From an optimization exercise on the open Yosys and OpenROAD flow, aimed at small area, a short achievable clock period and few clock cycles per item; shortcuts taken in it are not production practice. Where RTL was checked, it was by simulation tests only, not by an equivalence proof against the original. Power is estimated from default activity; no workload was simulated.

// line_mem_engine
module line_mem_engine #(
    parameter int WORDS_PER_LINE = 16,
    parameter int LINE_BITS      = 32 * WORDS_PER_LINE
) (
    input  logic                 clk,
    input  logic                 rst,
    input  logic                 req_valid,
    output logic                 req_ready,
    input  logic                 req_wr,
    input  logic [31:0]          req_addr,
    input  logic [LINE_BITS-1:0] req_wdata,
    output logic                 resp_valid,
    output logic [LINE_BITS-1:0] resp_rdata,
    output logic                 mem_valid,
    input  logic                 mem_ready,
    output logic                 mem_we,
    output logic [31:0]          mem_addr,
    output logic [31:0]          mem_wdata,
    input  logic                 mem_rvalid,
    input  logic [31:0]          mem_rdata,
    output logic                 err
);
    localparam int BUF_BITS = LINE_BITS - 32;
    logic        rdy_q;      
    logic        busy_q;     
    logic        val_q;      
    logic        resp_q;
    logic        err_q;
    logic        pend_q;     
    logic [3:0]  cnt_q;      
    logic [4:0]  out_q;      
    logic        rdok_q;     
    logic        bld_q, bsh_q, bhd_q;
    logic        m_free_q;   
    logic        m_wacc_q;   
    logic        m_wlast_q;  
    logic        m_wb0_q;    
    logic        m_wb1_q;    
    logic        we_q;
    logic [25:0] base_q;
    logic [31:0]         wd_q;
    logic [31:0]         rd_q;
    logic [BUF_BITS-1:0] buf_q;
    logic xfer, rd_ok, beat, idle, last_cmd, wfin, last_beat, fin;
    logic rdy_n, val_n, we_n, pend_n, wcmd_n;
    logic [4:0] out_n;
    logic [3:0] cnt_n;
    assign xfer      = val_q & mem_ready;
    assign rd_ok     = rdok_q;
    assign beat      = mem_rvalid & rd_ok;
    assign idle      = rdy_q & ~val_q;
    assign last_cmd  = (cnt_q == 4'd15);
    assign wfin      = xfer & we_q & last_cmd;
  ...
export LEC_CHECK = 0
export ABC_AREA = 1
export CAP_MARGIN = 20
export CORE_AREA = 6 6 414 414
export CTS_CLUSTER_DIAMETER = 100
export CTS_CLUSTER_SIZE = 22
export DIE_AREA = 0 0 420 420
export SETUP_SLACK_MARGIN = 3.2
export SLEW_MARGIN = 20
create_clock -name core_clock -period 5.5 [get_ports {clk}]
standard.sh (not shown) runs the stock make flow with config.mk's settings and CLKGATE_MAP_FILE= SYNTH_SCRIPT=/design/flow/synth_recipe.tcl, a recipe that flattens the netlist after the stock synthesis.
==> flow/flow/run.sh <==
#!/bin/bash
# Standard ORFS layout with two changes: the smallest buffer on every input
# and output port instead of the default port-buffer cell, and a pin plan
# (flow/io.tcl) applied before the standard pin placement.
set -euo pipefail
export BUFFER_PORTS_ARGS="-buffer_cell sky130_fd_sc_hd__buf_1"
export PRE_IO_PLACEMENT_TCL="$(pwd)/flow/io.tcl"
bash standard.sh > standard_flow.log 2>&1
==> flow/flow/io.tcl <==
# Pin plan. The memory-port pins, the control pins, word 0 of req_wdata and
# word 15 of resp_rdata sit together in the middle of the bottom edge, next
# to the logic that answers mem_ready and mem_rvalid within the cycle. The
# rest of each of the 32 bit columns of the line buffer gets its pins side
# by side in shift order (word 15 down to word 1 of req_wdata, paired with
# the resp_rdata bit of the buffer word it loads), two columns on the
# bottom edge and ten on each of the others.
set ctl {req_valid req_ready req_wr resp_valid mem_valid mem_ready mem_we mem_rvalid err rst clk}
for {set b 6} {$b < 32} {incr b} { lappend ctl "req_addr\[$b\]" }
for {set b 0} {$b < 32} {incr b} { lappend ctl "mem_addr\[$b\]" }
set half [expr {[llength $ctl] / 2}]
set mid {}
for {set c 0} {$c < 16} {incr c} {
  set k [expr {480 + $c}]
  lappend mid "mem_rdata\[$c\]" "resp_rdata\[$k\]" "req_wdata\[$c\]" "mem_wdata\[$c\]"
}
set mid [concat $mid $ctl]
for {set c 16} {$c < 32} {incr c} {
  set k [expr {480 + $c}]
  lappend mid "mem_rdata\[$c\]" "resp_rdata\[$k\]" "req_wdata\[$c\]" "mem_wdata\[$c\]"
}
set_io_pin_constraint -pin_names $mid -region bottom:* -group -order

proc column_pins {c} {
  set pins {}
  for {set m 14} {$m >= 0} {incr m -1} {
    set k [expr {32 * ($m + 1) + $c}]
    set r [expr {32 * $m + $c}]
    lappend pins "req_wdata\[$k\]" "resp_rdata\[$r\]"
  }
  return $pins
}
set sides {bottom right top left}
set first {0 2 12 22}
set count {2 10 10 10}
for {set s 0} {$s < 4} {incr s} {
  set pins {}
  for {set i 0} {$i < [lindex $count $s]} {incr i} {
    set pins [concat $pins [column_pins [expr {[lindex $first $s] + $i}]]]
  }
  set_io_pin_constraint -pin_names $pins -region [lindex $sides $s]:* -group -order
}
Change:
Settings changed: SETUP_SLACK_MARGIN 3.2 to 3.1.
After rerunning: Global-route usage went down by 0.20 points; worst hold slack barely changes; clock power stays flat.
Change:
Settings changed: SETUP_SLACK_MARGIN 3.1 to 3.
Effect: The new run ran to the end with no violations. Via count shrinks by 0.95%. Worst setup slack got worse by 0.11 ns. Flip-flop and latch count stays the same. Non-clock buffer count goes down by 24. Worst hold slack degrades by 0.0058 ns. Global-route usage hardly moves. Fmax went down by 4.4%. Wire length hardly moves.
Function was not checked in any run of this note: the RTL went through the layout flow alone.

* * *

Another version of the RTL of line_mem_engine (not shown whole).
Size in the first run: roughly 2,400 cells after synthesis, about 560 flip-flops, ~1,200 I/O pins, ~21,000 um^2 of cells after synthesis.
export LEC_CHECK = 0
export ABC_AREA = 1
export CAP_MARGIN = 20
export CORE_AREA = 6 6 414 414
export CTS_CLUSTER_DIAMETER = 120
export CTS_CLUSTER_SIZE = 24
export DIE_AREA = 0 0 420 420
export SETUP_SLACK_MARGIN = 3.13
export SLEW_MARGIN = 20
create_clock -name core_clock -period 5.5 [get_ports {clk}]
==> flow/flow/run.sh <==
#!/bin/bash
# Standard ORFS layout with two changes: the smallest buffer on every input
# and output port instead of the default port-buffer cell, and the data
# pins of each bit column of the line register placed side by side, in
# shift order (flow/io.tcl), before the standard pin placement.
set -euo pipefail
export BUFFER_PORTS_ARGS="-buffer_cell sky130_fd_sc_hd__buf_1"
export PRE_IO_PLACEMENT_TCL="$(pwd)/flow/io.tcl"
bash standard.sh > standard_flow.log 2>&1
==> flow/flow/io.tcl <==
# Pin order: each of the 32 bit columns of the line shift register gets
# its pins side by side, in shift order: mem_rdata[c], then for words 15
# down to 0 the word's req_wdata and resp_rdata bits, then mem_wdata[c].
# Eight columns go on each edge; the other pins are placed freely.
set edges {bottom right top left}
for {set e 0} {$e < 4} {incr e} {
  set pins {}
  for {set c [expr {$e * 8}]} {$c < [expr {$e * 8 + 8}]} {incr c} {
    lappend pins "mem_rdata\[$c\]"
    for {set j 15} {$j >= 0} {incr j -1} {
      set k [expr {32 * $j + $c}]
      lappend pins "req_wdata\[$k\]" "resp_rdata\[$k\]"
    }
    lappend pins "mem_wdata\[$c\]"
  }
  set_io_pin_constraint -pin_names $pins -region [lindex $edges $e]:* -group -order
}
Testbench counts at the start, summed over its fixed seeds: cycles 37,500, items 1,600.
Then changed:
==> flow/flow/io.tcl (replaced) <==
# Pin plan. Each of the 32 bit columns of the line shift register gets its
# pins side by side, in shift order: mem_rdata[c], then for words 15 down to
# 0 the word's req_wdata and resp_rdata bits, then mem_wdata[c]. Eight
# columns go on each edge; the clock pin sits in the middle of the bottom
# edge's columns, so the clock tree's root is near the middle of an edge,
# and mem_ready, mem_rvalid and req_valid sit in the middle of the left
# edge's columns, so the select lines they drive reach every part of the
# line register about equally fast. The other pins are placed freely.
proc column_pins {c} {
  set pins [list "mem_rdata\[$c\]"]
  for {set j 15} {$j >= 0} {incr j -1} {
    set k [expr {32 * $j + $c}]
    lappend pins "req_wdata\[$k\]" "resp_rdata\[$k\]"
  }
  lappend pins "mem_wdata\[$c\]"
  return $pins
}
set edges {bottom right top left}
for {set e 0} {$e < 4} {incr e} {
  set pins {}
  for {set i 0} {$i < 8} {incr i} {
    if {$e == 0 && $i == 4} { lappend pins clk }
    if {$e == 3 && $i == 4} { lappend pins mem_ready mem_rvalid req_valid }
    set pins [concat $pins [column_pins [expr {$e * 8 + $i}]]]
  }
  set_io_pin_constraint -pin_names $pins -region [lindex $edges $e]:* -group -order
}
CTS_CLUSTER_DIAMETER = 100   (was 120)
CTS_CLUSTER_SIZE = 22   (was 24)
What happened: Hold slack gets better by 0.022 ns; core utilization is about the same; setup slack gets worse by 0.066 ns; power barely changes; critical path depth went up by 10; die area is unchanged; sequential power went down by about 0.7%; global-route usage went down by 0.24 points.
Then changed:
==> flow/flow/io.tcl (replaced) <==
# Pin plan. Each of the 32 bit columns of the line shift register gets its
# pins side by side, in shift order: mem_rdata[c], then for words 15 down to
# 0 the word's req_wdata and resp_rdata bits, then mem_wdata[c]. Nine
# columns go on each of the bottom, right and top edges and five on the
# left, where the handshake, clock and reset pins sit between the second
# and third column, so that the select lines they drive reach every part of
# the line register about equally fast. The other pins are placed freely.
set ctl {req_valid req_ready req_wr resp_valid mem_valid mem_we err rst mem_ready clk mem_rvalid}

proc column_pins {c} {
  set pins [list "mem_rdata\[$c\]"]
  for {set j 15} {$j >= 0} {incr j -1} {
    set k [expr {32 * $j + $c}]
    lappend pins "req_wdata\[$k\]" "resp_rdata\[$k\]"
  }
  lappend pins "mem_wdata\[$c\]"
  return $pins
}
set c 0
foreach {side n} {bottom 9 right 9 top 9 left 5} {
  set pins {}
  for {set i 0} {$i < $n} {incr i} {
    if {$side eq "left" && $i == 2} { set pins [concat $pins $ctl] }
    set pins [concat $pins [column_pins $c]]
    incr c
  }
  set region $side:*
  if {$side eq "left"} { set region left:80-340 }
  set_io_pin_constraint -pin_names $pins -region $region -group -order
}
SETUP_SLACK_MARGIN = 3.15   (was 3.13)
What happened: The new run produced a clean layout. Synthesized cell count is unchanged. First-iteration DRC count is higher by 25%. Via count is higher by 1.1%. Sequential power is higher by about 2%. Clock power is lower by about 6%. Clock-buffer cell count is lower by 2.

## re-timing with driven ports
No port has a modelled driver above. Below, the same layouts with a new extraction and two added sets of constraints. Step 1: set_driving_cell puts a clkbuf_16 on clk and a buf_2 on each other input, an assumption about the parent block. Step 2 moves the port delays by t, midway between the first and last clock arrival at a register: inputs arrive t later, outputs are due t later. That takes back most of the time a late clock gives input paths. Slacks: ideal / step 1 / step 2; pairs: ideal / step 1.
run	t (ns)	slack for setup (ns)	clock arrival spread, ns	worst slew at a driven data input, ns
the first run of note 1	0.663	3.210 / 3.143 / 2.731	0.032 / 0.032	0.35
the second run of note 1	0.661	3.173 / 3.111 / 2.591	0.035 / 0.035	0.41
the third run of note 1	0.663	3.065 / 3.002 / 2.662	0.032 / 0.033	0.37
the first run of note 2	0.712	3.181 / 3.112 / 2.503	0.035 / 0.034	0.07
the second run of note 2	0.685	3.115 / 3.021 / 2.336	0.019 / 0.019	0.14
the third run of note 2	0.698	3.024 / 3.047 / 2.350	0.020 / 0.019	0.06
After both steps every run listed still meets setup and hold. The setup slack of the second run of note 2, which loses most, moves by -0.094 ns with the drivers and by -0.779 ns with both steps.
